Background: an optimization exercise with open tools, aiming at small area. Do not read the settings as production practice. For this run, only the layout was checked, not whether the RTL still works. No driver is modelled on the clock port, so clocking that relies on it looks cheaper here than on a real chip. Power figures rest on the tool's default switching activity, not on a simulated workload.

### flow/design.v
module face_erode #(
   parameter logic [11:0] H_DISP = 12'd480,
   parameter logic [11:0] V_DISP = 12'd272
) (
   input  logic        clk,
   input  logic        rst,
   input  logic        face_hsync,
   input  logic        face_vsync,
   input  logic [7:0]  face_data,
   input  logic        face_de,
   output logic        ero_hsync,
   output logic        ero_vsync,
   output logic [7:0]  ero_data,
   output logic        ero_de
);
   localparam int K  = 10;                   
   localparam int NB = int'(H_DISP) / K;    
   localparam int M  = 12;                   
   localparam logic [2:0] S_F0 = 3'd0, S_F1 = 3'd1, S_F2 = 3'd2,
                          S_Y2 = 3'd4, S_Y1 = 3'd5, S_Z2 = 3'd6, S_Z1 = 3'd7;
   logic [M-1:0] r_chain [NB-1];   
   logic [M-1:0] r_r;              
   logic [M-1:0] r_w;              
   logic [2:0]   r_sr;             
   logic [2:0]   r_sw;             
   logic [3:0]   r_ph;             
   logic [1:0]   r_row;            
   logic         r_b1;             
   logic         r_b2;             
   logic         r_e;
   logic         r_hs_d1;
   logic         r_vs_d1;
   logic         r_de_d1;
   logic         r_ero;
   logic         w_b;
   logic         w_r3;
   logic         w_first;
   logic         w_last;
   logic [M-1:0] c_f2;             
   logic [M-1:0] c_z2;             
   logic [M-1:0] c_f2f1;           
   logic [M-1:0] c_f2y2;           
   logic [2:0]   w_sr;
   logic [M-1:0] w_t1r;
   logic [M-1:0] w_t2r;
   logic         w_lt1;
   logic         w_lt2;
   logic [1:0]   w_lr;             
   logic [M-1:0] w_offr;
   logic [2:0]   w_srn;
   logic [2:0]   w_sw;
   logic [1:0]   w_lw;             
   logic [M-1:0] w_offw;
   logic [M-1:0] w_wn;
   logic [2:0]   w_swn;
   function automatic logic [2:0] next_state(input logic [2:0] s, input logic [1:0] l);
      case (s)
         S_F0:    next_state = (l == 2'd2) ? S_F2 : (l == 2'd1) ? S_F1 : S_F0;
         S_F1:    next_state = (l == 2'd2) ? S_F2 : (l == 2'd1) ? S_F1 : S_Z2;
         S_F2:    next_state = (l == 2'd2) ? S_F2 : (l == 2'd1) ? S_Y2 : S_Z2;
         S_Y2:    next_state = (l != 2'd0) ? S_Y1 : S_Z2;
         S_Y1:    next_state = (l != 2'd0) ? S_F1 : S_Z2;
         S_Z2:    next_state = S_Z1;
         default: next_state = S_F0;
      endcase
   endfunction
   assign w_b     = |face_data;
   assign w_r3    = w_b & r_b1 & r_b2;
   assign w_first = (r_ph == 4'd0);
   assign w_last  = (r_ph == 4'(K - 1));
   assign c_f2   = (r_ph == 4'd0) ? 12'd837 :
                    (r_ph == 4'd1) ? 12'd403 :
                    (r_ph == 4'd2) ? 12'd190 :
                    (r_ph == 4'd3) ? 12'd86 :
                    (r_ph == 4'd4) ? 12'd38 :
                    (r_ph == 4'd5) ? 12'd18 :
                    (r_ph == 4'd6) ? 12'd10 :
                    (r_ph == 4'd7) ? 12'd6 :
                    (r_ph == 4'd8) ? 12'd3 :
                    12'd1;
   assign c_z2   = (r_ph == 4'd0) ? 12'd383 :
                    (r_ph == 4'd1) ? 12'd183 :
                    (r_ph == 4'd2) ? 12'd91 :
                    (r_ph == 4'd3) ? 12'd46 :
                    (r_ph == 4'd4) ? 12'd22 :
                    (r_ph == 4'd5) ? 12'd9 :
                    (r_ph == 4'd6) ? 12'd3 :
                    (r_ph == 4'd7) ? 12'd1 :
                    (r_ph == 4'd8) ? 12'd1 :
                    12'd1;
   assign c_f2f1 = (r_ph == 4'd0) ? 12'd1950 :
                    (r_ph == 4'd1) ? 12'd930 :
                    (r_ph == 4'd2) ? 12'd436 :
                    (r_ph == 4'd3) ? 12'd200 :
                    (r_ph == 4'd4) ? 12'd92 :
                    (r_ph == 4'd5) ? 12'd45 :
                    (r_ph == 4'd6) ? 12'd24 :
                    (r_ph == 4'd7) ? 12'd13 :
                    (r_ph == 4'd8) ? 12'd6 :
                    12'd2;
   assign c_f2y2 = (r_ph == 4'd0) ? 12'd1357 :
                    (r_ph == 4'd1) ? 12'd654 :
                    (r_ph == 4'd2) ? 12'd312 :
                    (r_ph == 4'd3) ? 12'd144 :
                    (r_ph == 4'd4) ? 12'd64 :
                    (r_ph == 4'd5) ? 12'd29 :
                    (r_ph == 4'd6) ? 12'd15 :
                    (r_ph == 4'd7) ? 12'd9 :
                    (r_ph == 4'd8) ? 12'd5 :
                    12'd2;
   assign w_sr  = w_first ? S_F0 : r_sr;
   assign w_t1r = !w_sr[2] ? c_f2 : c_z2;
   assign w_t2r = (w_sr == S_F2) ? c_f2y2 : c_f2f1;
   assign w_lt1 = (r_r < w_t1r);
   assign w_lt2 = (r_r < w_t2r);
   always_comb begin
      if (!w_sr[2]) begin
         w_lr   = w_lt1 ? 2'd2 : w_lt2 ? 2'd1 : 2'd0;
         w_offr = w_lt1 ? '0 : w_lt2 ? w_t1r : w_t2r;
      end else if (!w_sr[1]) begin
         w_lr   = w_lt1 ? 2'd0 : 2'd1;
         w_offr = w_lt1 ? '0 : w_t1r;
      end else begin
         w_lr   = 2'd0;
         w_offr = '0;
      end
   end
   assign w_srn = next_state(w_sr, w_lr);
   assign w_lw = w_r3 ? ((w_lr != 2'd0) ? 2'd2 : 2'd1) : 2'd0;
   assign w_sw = w_first ? S_F0 : r_sw;
   always_comb begin
      if (!w_sw[2]) begin
         w_offw = (w_lw == 2'd2) ? '0 : (w_lw == 2'd1) ? c_f2 :
                  (w_sw == S_F2) ? c_f2y2 : c_f2f1;
      end else if (!w_sw[1]) begin
         w_offw = (w_lw == 2'd0) ? '0 : c_z2;
      end else begin
         w_offw = '0;
      end
   end
   assign w_wn  = (w_first ? '0 : r_w) + w_offw;
   assign w_swn = next_state(w_sw, w_lw);
   always_ff @(posedge clk) begin
      if (face_de && w_last) begin
         r_chain[0] <= w_wn;
         for (int i = 1; i < NB - 1; i++) r_chain[i] <= r_chain[i-1];
      end
   end
   always_ff @(posedge clk) begin
      if (face_de) r_r <= w_last ? r_chain[NB-2] : r_r - w_offr;
   end
   always_ff @(posedge clk) begin
      r_w  <= w_wn;
      r_sr <= w_srn;
      r_sw <= w_swn;
   end
   always_ff @(posedge clk or posedge rst) begin
      if (rst) begin
         r_ph    <= 4'd0;
         r_row   <= 2'd0;
         r_b1    <= 1'b0;
         r_b2    <= 1'b0;
         r_e     <= 1'b0;
         r_hs_d1 <= 1'b0;
         r_vs_d1 <= 1'b0;
         r_de_d1 <= 1'b0;
      end else begin
         if (face_de) r_ph <= w_last ? 4'd0 : r_ph + 4'd1;
         if (face_vsync && !r_vs_d1) r_row <= 2'd0;
         else if (r_de_d1 && !face_de && !r_row[1]) r_row <= r_row + 2'd1;
         r_b1    <= face_de & w_b;
         r_b2    <= face_de & r_b1;
         r_e     <= face_de & w_r3 & (w_lr == 2'd2) & r_row[1];
         r_hs_d1 <= face_hsync;
         r_vs_d1 <= face_vsync;
         r_de_d1 <= face_de;
      end
   end
   always_ff @(posedge clk or posedge rst) begin
      if (rst) begin
         ero_hsync <= 1'b0;
         ero_vsync <= 1'b0;
         ero_de    <= 1'b0;
         r_ero     <= 1'b0;
      end else begin
         ero_hsync <= r_hs_d1;
         ero_vsync <= r_vs_d1;
         ero_de    <= r_de_d1;
         r_ero     <= r_e;
      end
   end
   assign ero_data = {8{r_ero}};
endmodule
### flow/flow/run.sh
#!/bin/bash
# Standard layout, with CTS told not to add dummy loads, port buffers of the
# smallest buffer, and leaf clock buffers sized down to a clock-pin slew target
# after CTS (flow/leaf_size.tcl). Each tool's output goes to its own log here
# and under orfs/logs.
set -euo pipefail
export CTS_ARGS="-sink_clustering_enable -repair_clock_nets -dont_use_dummy_load -sink_clustering_size 28 -sink_clustering_max_diameter 45 -buf_list {sky130_fd_sc_hd__clkbuf_8}"
export BUFFER_PORTS_ARGS="-buffer_cell sky130_fd_sc_hd__buf_1"
export POST_CTS_TCL="$PWD/flow/leaf_size.tcl"
export LEAF_SLEW_TARGET_PS=110
bash standard.sh finish > standard_finish.log 2>&1
### flow/flow/leaf_size.tcl
# POST_CTS hook: give each leaf clock buffer the smallest clkbuf size whose
# flip-flop clock pins all see a slew under the target (placement estimate).
set leaf_sizes {sky130_fd_sc_hd__clkbuf_1 sky130_fd_sc_hd__clkbuf_2 sky130_fd_sc_hd__clkbuf_4 sky130_fd_sc_hd__clkbuf_8 sky130_fd_sc_hd__clkbuf_16}
set target [expr {$::env(LEAF_SLEW_TARGET_PS) * 1e-12}]

proc pin_worst_slew {pin} {
  set w 0
  foreach e {rise fall} {
    foreach a {min max} {
      set s [sta::time_ui_sta [get_property $pin slew_${a}_$e]]
      if {$s > $w} { set w $s }
    }
  }
  return $w
}

proc leaf_sinks {inst} {
  set out [get_pins -of_objects $inst -filter "direction==output"]
  set net [get_nets -of_objects $out]
  set sinks {}
  foreach p [get_pins -of_objects $net -filter "direction==input"] {
    if {[get_property $p is_clock] || [string match */CLK [get_full_name $p]]} { lappend sinks $p }
  }
  return $sinks
}

proc worst_of {pins} {
  set w 0
  foreach p $pins { set s [pin_worst_slew $p]; if {$s > $w} { set w $s } }
  return $w
}

estimate_parasitics -placement
set leaves {}
foreach inst [get_cells *] {
  if {![string match "sky130_fd_sc_hd__clkbuf*" [get_property $inst ref_name]]} continue
  set sinks [leaf_sinks $inst]
  set ff 0
  foreach p $sinks { if {[string match */CLK [get_full_name $p]]} { incr ff } }
  if {$ff > 0} { lappend leaves [list $inst $sinks] }
}
puts "leaf_size: [llength $leaves] leaf clock buffers, target [expr {$target * 1e12}] ps"
for {set pass 0} {$pass < 3} {incr pass} {
  set changed 0
  foreach l $leaves {
    lassign $l inst sinks
    set name [get_full_name $inst]
    set cur [get_property $inst ref_name]
    set pick [lindex $leaf_sizes end]
    foreach m $leaf_sizes {
      replace_cell $name $m
      if {[worst_of $sinks] <= $target} { set pick $m; break }
    }
    replace_cell $name $pick
    if {$pick ne $cur} { incr changed }
  }
  set w 0
  foreach p [all_registers -clock_pins -edge_triggered] { set s [pin_worst_slew $p]; if {$s > $w} { set w $s } }
  puts "leaf_size: pass $pass changed $changed worst clock-pin slew [expr {$w * 1e12}] ps"
  if {$changed == 0} break
}
detailed_placement
estimate_parasitics -placement
set w 0
foreach p [all_registers -clock_pins -edge_triggered] { set s [pin_worst_slew $p]; if {$s > $w} { set w $s } }
puts "leaf_size: after legalisation worst clock-pin slew [expr {$w * 1e12}] ps"
report_worst_slack -min
report_worst_slack -max
### flow/standard.sh
#!/bin/bash
# synth_recipe.tcl (not shown) runs the flow's synth.tcl, then flattens the netlist and writes it again
# the make line also repeats each setting of config.mk as NAME=value (left out here)
make -C /OpenROAD-flow-scripts/flow DESIGN_CONFIG=/design/flow/config.mk WORK_HOME=/design/flow/orfs CLKGATE_MAP_FILE= SYNTH_SCRIPT=/design/flow/synth_recipe.tcl "${@:-finish}"
### flow/config.mk
export PLATFORM = sky130hd
export DESIGN_NAME = face_erode
export DESIGN_NICKNAME = face_erode
export VERILOG_FILES = /design/flow/design.v
export SDC_FILE = /design/flow/constraint.sdc
export NUM_CORES = 4
export LEC_CHECK = 0
export ABC_AREA = 1
export CAP_MARGIN = 0
export CORE_MARGIN = 2
export CORE_UTILIZATION = 70
export PLACE_DENSITY = 0.8
export SLEW_MARGIN = 0
### flow/constraint.sdc
create_clock -name core_clock -period 8.0 [get_ports {clk}]
set_input_delay 1.6000 -clock core_clock [delete_from_list [all_inputs] [get_ports {clk}]]
set_output_delay 1.6000 -clock core_clock [all_outputs]
set_load 0.01 [all_outputs]
==> impl_results.md <==
- Outcome: complete, no violations
- Synth area leader: edfxtp_1
- Worst r2r src: r_ph[0]$_DFFE_PP0P_
- Yosys cell types: 48
- Critical R2R Capture: r_chain[0][10]$_DFFE_PP_
- RSZ-0062 raised after global routing: no
- TritonCTS clock tree: yes
- Final worst-path cycle share: 91.4%
- DRC violations left: 0
- Critical path peak fanout: 11
- Die Ht: 178 microns
- Max IR drop VDD: 0.273 mV
- Critical path class: flip-flop to flip-flop
- Max Cap Violations: 0
- Number of synthesized flops with an enable pin: 576
- DRT Pass-1 Iters: 7
- Synth async-reset ratio: 2.62%
- Start point of the critical path: r_ph[0]$_DFFE_PP0P_
- R2R depth: 33
- Hold Slack: 353 ps
- Final hold viol count: 0
- Top post-synthesis cells by count: 576 x edfxtp_1, 134 x nand2_1, 78 x nor2_1, 72 x inv_1, 50 x nand3_1
- Drt total wl: 40600 microns
- Syn Area/Cell: 17.9 sq um
- CP max-delay cell: nor4_2
- Crit start category: flip-flop
- Crit-path max cell delay: 630 ps
- Mapped cell area: 0.0212 sq mm
- Vias in the first global route: 9962
- Setup TNS: 0 ps
- WL/cell: 24.9 microns
- Minimum clock period: 7310 ps
- GPL Wtd Cong: 0.904
- Num rows: 63
- CP most frequent cell: nor2_1
- I/O pins: 24
- Setup Viol. Count Final: 0
- Sequential area share after synthesis: 85.3%
- Grt ovf: 0
- Finished Layout Cells: 1632
- Initial DRC Count: 1179
- Fin area: 0.0224 sq mm
- Main synth FF type: edfxtp_1
- Power density over the cells: 369 mW/mm^2
- Clock-pin slew on the worst setup and hold paths: 90 ps
- Post-Syn Instances: 1181
- Critical path capture point type: flip-flop
- Placed inst area: 0.0218 sq mm
- Leak pwr: 0.00761 uW
- WP data required: 8390 ps
- Via-to-Cell Ratio: 6.17
- Initial antenna violation count: 0
- Clk sinks: 610
- Synth-to-layout area growth: 5.84%
- Syn. warnings: 2
- Die Wd: 178 microns
- Core Area: 0.0297 sq mm
- PortBufs: 23
- Critical Path AT: 7700 ps
- Worst-Margin Slew: 1160 ps
- First-pass GRT wire length: 59900 microns
- Syn Nets: 1241
- Synth Register Bits: 610
- Setup Skew: 76.8 ps
- Via Count: 10100
- Max-slew violation count: 0
- Slew HR: 22.9%
- ANT cells: 0
- Largest net degree at the start of global routing: 162
- Most frequent cell after synthesis: edfxtp_1
- HPWL after detailed placement: 25500 microns
- Nets: 1304
- Layout cells sized above 1: 6.44%
- Worst-Skew Late Latency: 610 ps
- Starting Density: 71.2%
- Crit path capture: r_chain[0][10]$_DFFE_PP_
- Placed Cells: 1584
- Hold/Removal Path Class: flip-flop to flip-flop
- Top area cells in the synthesized netlist: edfxtp_1 82%, ha_1 2.7%, nand2_1 2.4%
- Post-DRT Antenna Nets: 0
- Die area: 0.0317 sq mm
- Worst reg2reg setup slack: 690 ps
- Overall global routing resource usage: 26.4%
- Pwr Total: 8270 uW
- F_max: 137 MHz
- Area share of the largest cell type after synthesis: 81.7%
-- worst min-delay path by stage --
| stage | start | end | depth (start not counted) |
|---|---|---|---|
| after floorplan | r_hs_d1$_DFF_PP0_ | ero_hsync$_DFF_PP0_ | 0 |
| after global placement | r_hs_d1$_DFF_PP0_ | ero_hsync$_DFF_PP0_ | 0 |
| after detailed placement | r_hs_d1$_DFF_PP0_ | ero_hsync$_DFF_PP0_ | 0 |
| after global routing | r_hs_d1$_DFF_PP0_ | ero_hsync$_DFF_PP0_ | 0 |
| final | r_hs_d1$_DFF_PP0_ | ero_hsync$_DFF_PP0_ | 0 |
-- placed cells by master, fill, tap and decap left out, types with 3 or more instances in the layout --
master     netlist  final
nor2_1          78     77
dfxtp_1         18     18
nand2_2          5      5
edfxtp_1       576    576
a31oi_1          6      6
nor2_2           5      5
nor4_1           3      3
inv_2            4      4
buf_1            2     23
a211oi_1         3      3
clkbuf_4         0      9
clkbuf_2         0      5
buf_12           0      5
nand2_1        134    134
nand4_1          5      5
nor2_4           3      4
clkbuf_8         0     26
inv_1           72     72
clkbuf_16        0      8
xor2_1          13     13
o22ai_1          3      3
nor3_1           9      9
a21oi_1         45     45
o211ai_1         3      3
ha_1            45     45
dfrtp_1         16     16
xnor2_1          4      4
nand3_1         50     50
o21ai_0         39     39
-- critical path, delay by kind of cell, from the launching register on --
kind,cells,cell delay (ps)
adder cells (fa/ha/maj),4,1340
XOR/XNOR,1,240
AO/OA/AOI/OAI,9,1620
flip-flops,1,560
AND/OR/NAND/NOR,15,2810
buffers and inverters,4,570
-- metrics by stage --
step,worst slack [ps],utilization (%)
after floorplan,-2550,-
after global routing,55.5,75.4
final,692,75.4
after global placement,1150,73.2
after detailed placement,805,73.2
-- layout make-up --
type	instances	area (sq um)
multi-input combinational	477	2720
clock buffer	48	651
fill	1608	7310
tap	390	488
sequential	610	18100
inverter	77	289
timing repair buffer	30	201
-- power by group --
part | internal, uW | switching [uW]
logic | 800 | 1850
registers | 3990 | 187
clock network | 539 | 905
total | 5330 | 2940
-- flip-flops by register name (all words and copies together), names as in the netlist, 2 cells and up --
signal and count:
r_w 12, r_ph 4, r_chain 564, r_sr 3
r_r 12, r_sw 3, r_row 2
-- cell families after synthesis --
kind of cell | Yosys count | synth area share [%]
flip-flops | 610 | 85.3
AND/OR/NAND/NOR | 299 | 6.22
AO/OA/AOI/OAI | 114 | 3.04
buffers and inverters | 94 | 1.89
adder cells (fa/ha/maj) | 47 | 2.85
XOR/XNOR | 17 | 0.703
-- layer usage --
layer	track usage, %	vias to the layer above	wire length (microns)	share of wire, %
met5	0	-	0	0
met3	5.53	131	2880	7.1
met4	12.2	0	2000	4.9
met1	34.6	4999	15800	39
met2	43.1	496	19900	49
li1	-	4445	-	-

re-timing with driven ports:
How much do the figures lean on ideal ports? The routed layout below was timed once more, with nothing changed but the port constraints. Step 1 assumes that a clkbuf_16 drives the clock port and a buf_2 every other input. Step 2 times the ports against the registers' clock, not the clock port: input delays grow and output delays shrink by t, the midpoint of the rising clock arrivals with the driver on. Three values: ideal, step 1, step 2; two values: the first two.
t (ns): 0.612
slack for setup (ns): 0.692 / 0.692 / 0.692
latest minus earliest clock arrival (ns): 0.082 / 0.082
slew at the worst register clock pin (ns): 0.12 / 0.12
After both steps this run still meets setup and hold. For this run, drivers alone change the setup slack by 0.000 ns; drivers and shift together by 0.000 ns.
